From an optimization exercise on the open Yosys and OpenROAD flow, aimed at small area; shortcuts taken in it are not production practice. Function was checked by simulation only, so behaviour that the tests miss may differ from the original.

==> design/flow/design.v <==
package rhs_pkg;
  localparam int unsigned COL_W    = 10;
  localparam int unsigned SIDE_W   = 11;
  localparam int unsigned POS_FRAC = 8;
  localparam int unsigned POS_W    = COL_W + POS_FRAC;
  localparam int unsigned RAD_W    = 16;
  localparam int unsigned STR_W    = 23;
  localparam int unsigned HGT_W    = 24;
  localparam int unsigned MODE_W   = 2;
  localparam int unsigned IDX_W    = 3;
  localparam int unsigned CFG_W    = 24;
  localparam int unsigned OPND_W = HGT_W + 1;
  localparam int unsigned R2_W   = 2 * RAD_W;
  localparam int unsigned QUO_W  = R2_W + 1;
  localparam int unsigned ROOT_W = R2_W / 2 + 1;
  localparam int unsigned HALF_W = ROOT_W - 1;
  localparam int unsigned F_W    = HALF_W + 1;
  localparam int unsigned W_W    = HALF_W + 2;
  localparam int unsigned ITEM_W = 1 + HGT_W + OPND_W;
  localparam int unsigned FRONT_STAGES = 3;
  localparam int unsigned DIV_STAGES   = QUO_W;
  localparam int unsigned SQRT_STAGES  = ROOT_W;
  localparam int unsigned FALL_STAGES  = 3;
  localparam int unsigned APPLY_STAGES = 3;
  localparam int unsigned PIPE_DEPTH   = FRONT_STAGES + DIV_STAGES + SQRT_STAGES
                                         + FALL_STAGES + APPLY_STAGES;
  localparam logic [RAD_W-1:0]  RADIUS_RESET = RAD_W'(256);
  localparam logic [SIDE_W-1:0] SIDE_RESET   = SIDE_W'(1024);
  localparam logic [F_W-1:0]    ONE_Q16      = F_W'(65536);
  localparam logic [W_W-1:0]    SMOOTH_K     = W_W'(3 * 65536);
  typedef enum logic [MODE_W-1:0] {
    MODE_FLATTEN = 2'd0,
    MODE_CRATER  = 2'd1,
    MODE_HILL    = 2'd2,
    MODE_HOLD    = 2'd3
  } mode_t;
  typedef enum logic [IDX_W-1:0] {
    REG_MODE     = 3'd0,
    REG_CCOL     = 3'd1,
    REG_CROW     = 3'd2,
    REG_RADIUS   = 3'd3,
    REG_STRENGTH = 3'd4,
    REG_CHEIGHT  = 3'd5,
    REG_SIDE     = 3'd6
  } reg_idx_t;
  typedef struct packed {
    logic                     hit;
    logic signed [HGT_W-1:0]  cur;
    logic signed [OPND_W-1:0] opnd;
  } item_t;
  typedef struct packed {
    mode_t                   mode;
    logic [POS_W-1:0]        ccol;
    logic [POS_W-1:0]        crow;
    logic [STR_W-1:0]        strength;
    logic signed [HGT_W-1:0] cheight;
    logic [SIDE_W-1:0]       side;
    logic [R2_W-1:0]         r2;
  } cfg_t;
endpackage
module rhs_front (
  input  logic                              clk,
  input  logic                              rst,
  input  logic                              in_vld,
  input  logic [rhs_pkg::COL_W-1:0]         col,
  input  logic [rhs_pkg::COL_W-1:0]         row,
  input  logic signed [rhs_pkg::HGT_W-1:0]  cur,
  input  rhs_pkg::cfg_t                     cfg,
  output logic                              out_vld,
  output rhs_pkg::item_t                    item,
  output logic [rhs_pkg::R2_W-1:0]          rem
);
  localparam int unsigned SQ_W = 2 * rhs_pkg::POS_W;
  logic                              vld1, vld2;
  logic signed [rhs_pkg::POS_W:0]    dx, dy;
  logic                              grid1, grid2;
  logic signed [rhs_pkg::HGT_W-1:0]  cur1, cur2;
  logic signed [rhs_pkg::OPND_W-1:0] opnd1, opnd2;
  logic [SQ_W-1:0]                   sqx, sqy;
  logic signed [SQ_W+1:0]            px_c, py_c;
  logic [SQ_W:0]                     d2_c;
  logic                              hit_c;
  always_ff @(posedge clk) begin
    if (rst) begin
      vld1    <= 1'b0;
      vld2    <= 1'b0;
      out_vld <= 1'b0;
    end else begin
      vld1    <= in_vld;
      vld2    <= vld1;
      out_vld <= vld2;
    end
  end
  always_ff @(posedge clk) begin
    dx    <= $signed({1'b0, col, {rhs_pkg::POS_FRAC{1'b0}}}) - $signed({1'b0, cfg.ccol});
    dy    <= $signed({1'b0, row, {rhs_pkg::POS_FRAC{1'b0}}}) - $signed({1'b0, cfg.crow});
    grid1 <= (rhs_pkg::SIDE_W'(col) < cfg.side) && (rhs_pkg::SIDE_W'(row) < cfg.side);
    cur1  <= cur;
    if (cfg.mode == rhs_pkg::MODE_FLATTEN) begin
      opnd1 <= {cfg.cheight[rhs_pkg::HGT_W-1], cfg.cheight} - {cur[rhs_pkg::HGT_W-1], cur};
    end else begin
      opnd1 <= {2'b00, cfg.strength};
    end
  end
  assign px_c = dx * dx;
  assign py_c = dy * dy;
  always_ff @(posedge clk) begin
    sqx   <= px_c[SQ_W-1:0];
    sqy   <= py_c[SQ_W-1:0];
    grid2 <= grid1;
    cur2  <= cur1;
    opnd2 <= opnd1;
  end
  assign d2_c  = {1'b0, sqx} + {1'b0, sqy};
  assign hit_c = grid2 && (d2_c <= (SQ_W + 1)'(cfg.r2));
  always_ff @(posedge clk) begin
    item.hit  <= hit_c;
    item.cur  <= cur2;
    item.opnd <= opnd2;
    rem       <= hit_c ? d2_c[rhs_pkg::R2_W-1:0] : '0;
  end
endmodule
module rhs_divider (
  input  logic                         clk,
  input  logic                         rst,
  input  logic                         in_vld,
  input  rhs_pkg::item_t               item_in,
  input  logic [rhs_pkg::R2_W-1:0]     rem_in,
  input  logic [rhs_pkg::R2_W-1:0]     r2,
  output logic                         out_vld,
  output rhs_pkg::item_t               item_out,
  output logic [rhs_pkg::QUO_W-1:0]    quo
);
  localparam int unsigned N = rhs_pkg::DIV_STAGES;
  logic                        vld_q  [N];
  logic [rhs_pkg::R2_W-1:0]    rem_q  [N];
  logic [rhs_pkg::QUO_W-1:0]   quo_q  [N];
  logic [rhs_pkg::ITEM_W-1:0]  item_q [N];
  for (genvar k = 0; k < N; k++) begin : g_step
    logic                       vld_prev;
    logic [rhs_pkg::R2_W-1:0]   rem_prev;
    logic [rhs_pkg::QUO_W-1:0]  quo_prev;
    rhs_pkg::item_t             item_prev;
    logic [rhs_pkg::R2_W:0]     part;
    logic [rhs_pkg::R2_W:0]     diff;
    logic                       take;
    if (k == 0) begin : g_first
      assign vld_prev  = in_vld;
      assign rem_prev  = rem_in;
      assign quo_prev  = '0;
      assign item_prev = item_in;
      assign part      = {1'b0, rem_prev};
    end else begin : g_rest
      assign vld_prev  = vld_q[k-1];
      assign rem_prev  = rem_q[k-1];
      assign quo_prev  = quo_q[k-1];
      assign item_prev = item_q[k-1];
      assign part      = {rem_prev, 1'b0};
    end
    assign diff = part - {1'b0, r2};
    assign take = part >= {1'b0, r2};
    always_ff @(posedge clk) begin
      if (rst) begin
        vld_q[k] <= 1'b0;
      end else begin
        vld_q[k] <= vld_prev;
      end
    end
    always_ff @(posedge clk) begin
      rem_q[k]  <= take ? diff[rhs_pkg::R2_W-1:0] : part[rhs_pkg::R2_W-1:0];
      quo_q[k]  <= {quo_prev[rhs_pkg::QUO_W-2:0], take};
      item_q[k] <= item_prev;
    end
  end
  assign out_vld  = vld_q[N-1];
  assign item_out = item_q[N-1];
  assign quo      = quo_q[N-1];
endmodule
module rhs_sqrt (
  input  logic                         clk,
  input  logic                         rst,
  input  logic                         in_vld,
  input  rhs_pkg::item_t               item_in,
  input  logic [rhs_pkg::QUO_W-1:0]    quo_in,
  output logic                         out_vld,
  output rhs_pkg::item_t               item_out,
  output logic [rhs_pkg::ROOT_W-1:0]   root
);
  localparam int unsigned N    = rhs_pkg::SQRT_STAGES;
  localparam int unsigned RS_W = rhs_pkg::QUO_W + 1;
  logic                         vld_q  [N];
  logic [RS_W-1:0]              rem_q  [N];
  logic [rhs_pkg::ROOT_W-1:0]   root_q [N];
  logic [rhs_pkg::ITEM_W-1:0]   item_q [N];
  for (genvar k = 0; k < N; k++) begin : g_step
    localparam int unsigned I = rhs_pkg::ROOT_W - 1 - k;
    logic                        vld_prev;
    logic [RS_W-1:0]             rem_prev;
    logic [rhs_pkg::ROOT_W-1:0]  root_prev;
    rhs_pkg::item_t              item_prev;
    logic [RS_W-1:0]             trial;
    logic                        take;
    if (k == 0) begin : g_first
      assign vld_prev  = in_vld;
      assign rem_prev  = RS_W'(quo_in);
      assign root_prev = '0;
      assign item_prev = item_in;
    end else begin : g_rest
      assign vld_prev  = vld_q[k-1];
      assign rem_prev  = rem_q[k-1];
      assign root_prev = root_q[k-1];
      assign item_prev = item_q[k-1];
    end
    assign trial = (RS_W'(root_prev) << (I + 1)) + (RS_W'(1) << (2 * I));
    assign take  = rem_prev >= trial;
    always_ff @(posedge clk) begin
      if (rst) begin
        vld_q[k] <= 1'b0;
      end else begin
        vld_q[k] <= vld_prev;
      end
    end
    always_ff @(posedge clk) begin
      rem_q[k]  <= take ? rem_prev - trial : rem_prev;
      root_q[k] <= take ? (root_prev | (rhs_pkg::ROOT_W'(1) << I)) : root_prev;
      item_q[k] <= item_prev;
    end
  end
  assign out_vld  = vld_q[N-1];
  assign item_out = item_q[N-1];
  assign root     = root_q[N-1];
endmodule
module rhs_falloff (
  input  logic                         clk,
  input  logic                         rst,
  input  logic                         in_vld,
  input  rhs_pkg::item_t               item_in,
  input  logic [rhs_pkg::ROOT_W-1:0]   root,
  output logic                         out_vld,
  output rhs_pkg::item_t               item_out,
  output logic [rhs_pkg::F_W-1:0]      f
);
  localparam int unsigned TSQ_W = 2 * rhs_pkg::HALF_W;
  localparam int unsigned S_W   = TSQ_W + rhs_pkg::W_W;
  logic                          vld1, vld2;
  rhs_pkg::item_t                item1, item2;
  logic [TSQ_W-1:0]              tsq;
  logic [rhs_pkg::W_W-1:0]       wgt;
  logic                          full1, full2;
  logic [S_W-1:0]                s_c;
  logic [rhs_pkg::HALF_W-1:0]    s_hi;
  always_ff @(posedge clk) begin
    if (rst) begin
      vld1    <= 1'b0;
      vld2    <= 1'b0;
      out_vld <= 1'b0;
    end else begin
      vld1    <= in_vld;
      vld2    <= vld1;
      out_vld <= vld2;
    end
  end
  always_ff @(posedge clk) begin
    tsq   <= root[rhs_pkg::HALF_W-1:0] * root[rhs_pkg::HALF_W-1:0];
    wgt   <= rhs_pkg::SMOOTH_K - {1'b0, root[rhs_pkg::HALF_W-1:0], 1'b0};
    full1 <= root[rhs_pkg::HALF_W];
    item1 <= item_in;
  end
  assign s_c = tsq * wgt;
  always_ff @(posedge clk) begin
    s_hi  <= s_c[TSQ_W +: rhs_pkg::HALF_W];
    full2 <= full1;
    item2 <= item1;
  end
  always_ff @(posedge clk) begin
    f        <= full2 ? '0 : rhs_pkg::ONE_Q16 - {1'b0, s_hi};
    item_out <= item2;
  end
endmodule
module rhs_apply (
  input  logic                              clk,
  input  logic                              rst,
  input  logic                              in_vld,
  input  rhs_pkg::item_t                    item_in,
  input  logic [rhs_pkg::F_W-1:0]           f,
  input  logic [rhs_pkg::MODE_W-1:0]        mode,
  output logic                              done,
  output logic signed [rhs_pkg::HGT_W-1:0]  new_height,
  output logic                              changed
);
  localparam int unsigned P_W   = rhs_pkg::OPND_W + rhs_pkg::F_W + 1;
  localparam int unsigned FB    = rhs_pkg::HALF_W;
  localparam int unsigned RND_W = P_W - FB;
  localparam int unsigned NV_W  = RND_W + 1;
  localparam logic signed [P_W-1:0]  ROUND_HALF = P_W'(1) << (FB - 1);
  localparam logic signed [NV_W-1:0] HGT_MAX    = NV_W'((1 << (rhs_pkg::HGT_W - 1)) - 1);
  localparam logic signed [NV_W-1:0] HGT_MIN    = ~HGT_MAX;
  logic                       vld1, vld2;
  rhs_pkg::item_t             item1, item2;
  logic signed [P_W-1:0]      p_c, p;
  logic signed [P_W-1:0]      psum_c;
  logic signed [RND_W-1:0]    rnd;
  logic signed [NV_W-1:0]     cur_ext, rnd_ext, nv_c;
  logic signed [rhs_pkg::HGT_W-1:0] sat_c;
  always_ff @(posedge clk) begin
    if (rst) begin
      vld1    <= 1'b0;
      vld2    <= 1'b0;
      done    <= 1'b0;
      changed <= 1'b0;
    end else begin
      vld1    <= in_vld;
      vld2    <= vld1;
      done    <= vld2;
      changed <= vld2 && item2.hit;
    end
  end
  assign p_c = item_in.opnd * $signed({1'b0, f});
  always_ff @(posedge clk) begin
    p     <= p_c;
    item1 <= item_in;
  end
  assign psum_c = p + ROUND_HALF;
  always_ff @(posedge clk) begin
    rnd   <= psum_c[P_W-1:FB];
    item2 <= item1;
  end
  assign cur_ext = NV_W'(item2.cur);
  assign rnd_ext = NV_W'(rnd);
  always_comb begin
    case (mode)
      rhs_pkg::MODE_FLATTEN, rhs_pkg::MODE_HILL: nv_c = cur_ext + rnd_ext;
      rhs_pkg::MODE_CRATER:                      nv_c = cur_ext - rnd_ext;
      default:                                   nv_c = cur_ext;
    endcase
  end
  always_comb begin
    if (nv_c > HGT_MAX) begin
      sat_c = HGT_MAX[rhs_pkg::HGT_W-1:0];
    end else if (nv_c < HGT_MIN) begin
      sat_c = HGT_MIN[rhs_pkg::HGT_W-1:0];
    end else begin
      sat_c = nv_c[rhs_pkg::HGT_W-1:0];
    end
  end
  always_ff @(posedge clk) begin
    new_height <= item2.hit ? sat_c : item2.cur;
  end
endmodule
module radial_height_stamp_top (
  input  logic                              clk,
  input  logic                              rst,
  input  logic                              start,
  output logic                              busy,
  input  logic [rhs_pkg::COL_W-1:0]         vertex_column,
  input  logic [rhs_pkg::COL_W-1:0]         vertex_row,
  input  logic signed [rhs_pkg::HGT_W-1:0]  current_height,
  output logic                              done,
  output logic signed [rhs_pkg::HGT_W-1:0]  new_height,
  output logic                              changed,
  input  logic                              wr_en,
  input  logic [rhs_pkg::IDX_W-1:0]         wr_index,
  input  logic [rhs_pkg::CFG_W-1:0]         wr_data
);
  localparam int unsigned LAT = rhs_pkg::PIPE_DEPTH;
  logic [rhs_pkg::MODE_W-1:0]       cfg_mode;
  logic [rhs_pkg::POS_W-1:0]        cfg_ccol;
  logic [rhs_pkg::POS_W-1:0]        cfg_crow;
  logic [rhs_pkg::RAD_W-1:0]        cfg_radius;
  logic [rhs_pkg::STR_W-1:0]        cfg_strength;
  logic signed [rhs_pkg::HGT_W-1:0] cfg_cheight;
  logic [rhs_pkg::SIDE_W-1:0]       cfg_side;
  logic [rhs_pkg::R2_W-1:0]         r2;
  logic [rhs_pkg::RAD_W-1:0]        r_eff;
  rhs_pkg::cfg_t                    cfg;
  logic                             accept;
  logic                             front_vld, div_vld, sqrt_vld, fall_vld;
  rhs_pkg::item_t                   front_item, div_item, sqrt_item, fall_item;
  logic [rhs_pkg::R2_W-1:0]         front_rem;
  logic [rhs_pkg::QUO_W-1:0]        div_quo;
  logic [rhs_pkg::ROOT_W-1:0]       sqrt_root;
  logic [rhs_pkg::F_W-1:0]          fall_f;
  always_ff @(posedge clk) begin
    if (rst) begin
      busy <= 1'b1;
    end else begin
      busy <= 1'b0;
    end
  end
  assign accept = start && !busy;
  always_ff @(posedge clk) begin
    if (rst) begin
      cfg_mode     <= rhs_pkg::MODE_FLATTEN;
      cfg_ccol     <= '0;
      cfg_crow     <= '0;
      cfg_radius   <= rhs_pkg::RADIUS_RESET;
      cfg_strength <= '0;
      cfg_cheight  <= '0;
      cfg_side     <= rhs_pkg::SIDE_RESET;
    end else if (wr_en) begin
      case (wr_index)
        rhs_pkg::REG_MODE:     cfg_mode     <= wr_data[rhs_pkg::MODE_W-1:0];
        rhs_pkg::REG_CCOL:     cfg_ccol     <= wr_data[rhs_pkg::POS_W-1:0];
        rhs_pkg::REG_CROW:     cfg_crow     <= wr_data[rhs_pkg::POS_W-1:0];
        rhs_pkg::REG_RADIUS:   cfg_radius   <= wr_data[rhs_pkg::RAD_W-1:0];
        rhs_pkg::REG_STRENGTH: cfg_strength <= wr_data[rhs_pkg::STR_W-1:0];
        rhs_pkg::REG_CHEIGHT:  cfg_cheight  <= wr_data[rhs_pkg::HGT_W-1:0];
        rhs_pkg::REG_SIDE:     cfg_side     <= wr_data[rhs_pkg::SIDE_W-1:0];
        default: ;
      endcase
    end
  end
  assign r_eff = (cfg_radius == '0) ? rhs_pkg::RAD_W'(1) : cfg_radius;
  always_ff @(posedge clk) begin
    r2 <= r_eff * r_eff;
  end
  assign cfg = {cfg_mode, cfg_ccol, cfg_crow, cfg_strength, cfg_cheight, cfg_side, r2};
  rhs_front u_front (
    .clk     (clk),
    .rst     (rst),
    .in_vld  (accept),
    .col     (vertex_column),
    .row     (vertex_row),
    .cur     (current_height),
    .cfg     (cfg),
    .out_vld (front_vld),
    .item    (front_item),
    .rem     (front_rem)
  );
  rhs_divider u_divider (
    .clk      (clk),
    .rst      (rst),
    .in_vld   (front_vld),
    .item_in  (front_item),
    .rem_in   (front_rem),
    .r2       (r2),
    .out_vld  (div_vld),
    .item_out (div_item),
    .quo      (div_quo)
  );
  rhs_sqrt u_sqrt (
    .clk      (clk),
    .rst      (rst),
    .in_vld   (div_vld),
    .item_in  (div_item),
    .quo_in   (div_quo),
    .out_vld  (sqrt_vld),
    .item_out (sqrt_item),
    .root     (sqrt_root)
  );
  rhs_falloff u_falloff (
    .clk      (clk),
    .rst      (rst),
    .in_vld   (sqrt_vld),
    .item_in  (sqrt_item),
    .root     (sqrt_root),
    .out_vld  (fall_vld),
    .item_out (fall_item),
    .f        (fall_f)
  );
  rhs_apply u_apply (
    .clk        (clk),
    .rst        (rst),
    .in_vld     (fall_vld),
    .item_in    (fall_item),
    .f          (fall_f),
    .mode       (cfg_mode),
    .done       (done),
    .new_height (new_height),
    .changed    (changed)
  );
endmodule
==> design/flow/run.sh <==
#!/bin/bash
# synth_recipe.tcl (not shown) runs the flow's synth.tcl, then flattens the netlist and writes it again
# the make line also repeats each setting of config.mk as NAME=value (left out here)
make -C /OpenROAD-flow-scripts/flow DESIGN_CONFIG=/design/flow/config.mk WORK_HOME=/design/flow/orfs CLKGATE_MAP_FILE= SYNTH_SCRIPT=/design/flow/synth_recipe.tcl finish
==> design/flow/config.mk <==
export PLATFORM = sky130hd
export DESIGN_NAME = radial_height_stamp_top
export DESIGN_NICKNAME = radial_height_stamp_top
export VERILOG_FILES = /design/flow/design.v
export SDC_FILE = /design/flow/constraint.sdc
export NUM_CORES = 4
export LEC_CHECK = 0
export CAP_MARGIN = 20
export CORE_MARGIN = 2
export CORE_UTILIZATION = 40
export SLEW_MARGIN = 20
==> design/flow/constraint.sdc <==
create_clock -name core_clock -period 10.0 [get_ports {clk}]
set_input_delay 2.0000 -clock core_clock [delete_from_list [all_inputs] [get_ports {clk}]]
set_output_delay 2.0000 -clock core_clock [all_outputs]
set_load 0.01 [all_outputs]
==> flow_metrics.py <==
metrics = {
    "outcome": {
        "status": "finished clean",
    },
    "cts": {
        "postCtsSetupRepairBufs": 0,
        "cts_htree_levels": 6,
        "root_buffer": "clkbuf_16",
        "cts_resized": 0,
        "cts_max_path_buffers": 4,
        "clk_latency_ps": 1100,
        "clk_pin_slew_ps": 70,
        "numClockSinks": 5637,
        "cts_tree": "built",
        "hold_buffers": 0,
        "cts_buffers": 576,
    },
    "timing": {
        "slew_headroom": 0.248,
        "finalHoldViolCount": 0,
        "setup_violations": 0,
        "fin_crit_ps": 8380,
        "fin_crit_sh": 0.838,
        "tns_ps": 0,
        "rsz0062_at_grt": "false",
        "skew_ps": 121,
        "clock.fmax_ghz": 0.119,
        "finalMaxSlewViolations": 0,
        "worst_pin_slew_ps": 1130,
    },
    "routing": {
        "routed_wl_um": 581000,
        "first_iter_violations": 8887,
        "vias": 164000,
        "first_pass_iters": 6,
        "drt-wirelength-per-cell_um": 17.1,
        "via_per_inst": 4.83,
        "drc": 0,
        "ant_nets": 0,
    },
    "floorplan": {
        "pin_count": 102,
        "dieHeight_um": 807,
        "core_sq_mm": 0.644,
        "die_w_um": 807,
        "num_rows": 295,
        "initial_core_util": 0.401,
        "die_area_sq_mm": 0.652,
    },
    "worst_setup_path": {
        "required_ps": 10900,
        "reg2reg_slack_ps": 1620,
        "crit_start": "u_front.dx[11]",
        "r2r_start": "u_front.dx[11]",
        "critPathCaptureType": "flop",
        "r2r_cells": 25,
        "crit_type": "flop to flop",
        "regToRegEndpoint": "u_front.sqx[35]",
        "worstSetupEndpoint": "u_front.sqx[35]",
        "crit_arrival_ps": 9280,
        "path_max_fanout": 15,
        "startpoint_type": "flop",
    },
    "synthesis": {
        "synth_cells": 24600,
        "yosysMostFrequentCell": "dfxtp_1",
        "synth_area_per_cell_sq_um": 10.5,
        "synthTopCellsByArea": "dfxtp_1 44%, fa_1 14%, ha_1 9.9%",
        "synth-edff-count": 0,
        "synth_top_area_cell": "dfxtp_1",
        "ys_seq_elements": 5637,
        "synth_top_area_frac": 0.437,
        "synth_ff_type": "dfxtp_1",
        "synth.top_cells.by_count": "5637 x dfxtp_1, 2837 x inv_1, 2158 x nand2_1",
        "syn-cell-area_sq_mm": 0.258,
        "ys_seq_area_frac": 0.437,
        "synth_cell_types": 87,
        "async_flop_share": 0,
        "yosysWarnings": 14,
    },
    "layout": {
        "syn_to_final_growth_pct": 12.3,
        "regArea_sq_mm": 0.113,
        "fin_util": 0.450,
        "nets": 28900,
        "nFillCells": 60000,
        "multi_input_area_sq_mm": 0.133,
        "drive_gt1_frac": 0.0679,
    },
    "global_routing": {
        "overflow": 0,
        "grt_start_max_net_pins": 98,
        "grt_pass1_vias": 167000,
        "grt_pass1_wl_um": 921000,
        "grt_use_total": 0.175,
        "antenna_found_initial": 23,
    },
    "place": {
        "hpwl_um": 430000,
        "gp_congestion": 0.889,
        "io_buffers": 101,
    },
    "hold_path": {
        "hold_path.class": "flop to flop",
    },
    "run": {
        "max-cap-violations": 0,
    },
}
-- placed cells by master (no fill, tap or decap), types with 111 or more instances in the layout --
master and instances:
a21o_1 636, a21oi_1 1395, a31oi_1 121, and2_1 668, and3_1 119, buf_4 190
clkbuf_16 580, dfxtp_1 5628, fa_1 1828, ha_1 2049, inv_1 2807, mux2_2 429
nand2_1 2157, nand2b_1 260, nand3_1 215, nand4_1 151, nor2_1 1015, nor2b_1 295
nor3_1 275, nor4_1 128, o21a_1 220, o21ai_0 963, o21bai_1 168, o31ai_1 111
xnor2_1 918, xor2_1 535
-- sequential cells by signal (all words and copies together) (netlist names), 153 cells and up --
register / cells
u_divider.item_q: 1650
u_divider.quo_q: 561
u_divider.rem_q: 1024
u_sqrt.item_q: 850
u_sqrt.rem_q: 544
u_sqrt.root_q: 153
-- layer usage --
layer | track usage | up-vias | part of all wire
met4 | 0.0563 | 2 | 0.034
li1 | - | 81300 | -
met5 | 0 | - | 0.000022
met2 | 0.294 | 3055 | 0.46
met3 | 0.0203 | 952 | 0.039
met1 | 0.234 | 78900 | 0.46
-- worst min path at each step --
stage	start	end	slack (ps)	cells past startpoint
after global routing	u_divider.quo_q[8][1]	u_divider.quo_q[9][2]	260	0
after global placement	u_divider.item_q[20][21]	u_divider.item_q[21][21]	310	0
after CTS	u_divider.quo_q[8][1]	u_divider.quo_q[9][2]	250	0
after detailed placement	u_front.item[0]	u_divider.item_q[0][0]	310	0
final	u_divider.quo_q[8][1]	u_divider.quo_q[9][2]	270	0
after floorplan	u_falloff.item_out[25]	u_apply.item1[25]	310	0
-- final cells by class --
type / count / share of cell area
Antenna cell: 16 / 0.000138
Clock buffer: 780 / 0.0564
Clock inverter: 255 / 0.0136
Inverter: 2843 / 0.0368
Multi-Input combinational cell: 15600 / 0.458
Sequential cell: 5637 / 0.389
Tap cell: 8613 / 0.0372
Timing Repair Buffer: 293 / 0.00856
-- cells by family (layout without fill, tap and decap cells) --
family                   after synthesis  after routing  synth area share
other                                  2             25         0.0000291
buffers and inverters               3396           4171            0.0496
adder cells (fa/ha/maj)             3877           3877             0.241
multiplexers                         462            462            0.0200
AND/OR/NAND/NOR                     5606           5606             0.104
XOR/XNOR                            1453           1453            0.0493
flip-flops                          5637           5637             0.437
AO/OA/AOI/OAI                       4155           4155            0.0990
-- critical path, stage by stage (launching register included) --
cell,delay [ps]
dfxtp_1,980
buf_4,300
nand2_1,120
fa_1,520
fa_1,520
inv_1,60
fa_1,510
inv_1,50
fa_1,490
inv_1,50
fa_1,480
fa_1,510
ha_1,320
ha_1,260
nor3_1,210
o211ai_1,150
nand4_1,180
a2111oi_0,180
o31a_1,370
a31o_2,270
or4_1,460
a31oi_1,340
nor2_1,80
or4_1,480
a31oi_1,210
xnor2_1,80
-- stage by stage --
stage	cells	cell area, sq um	setup slack (ps)	hold WS [ps]
6_report	34000	290000	1620	271
3_5_place_dp	32900	269000	1680	312
5_1_grt	34000	290000	1190	257
3_3_place_gp	32900	269000	1710	310
4_1_cts	34000	290000	1610	255
2_1_floorplan	24600	258000	2470	310

port drivers added, routing unchanged:
In the flow no input, the clock included, has a driving cell. The finished layout below was timed again as built, in two steps.
Step 1: set_driving_cell puts a clkbuf_16 on clk and a buf_2 on each other input, an assumption about the parent block.
Step 2 adds t to the input delays and takes it off the output delays; t is the mean of the earliest and latest rising clock arrival at the registers after step 1. Input paths then give back, and output paths get back, about the clock's delay inside the block.
Slacks: no drivers / after step 1 / after step 2; pairs: no drivers / after step 1.
t, ns: 1.167
setup slack, ns: 1.621 / 1.621 / 1.621
pins driven straight from the clock port: 1
After both steps setup and hold are still met in this run. For this run, drivers alone change the setup slack by 0.000 ns; drivers and shift together by 0.000 ns.
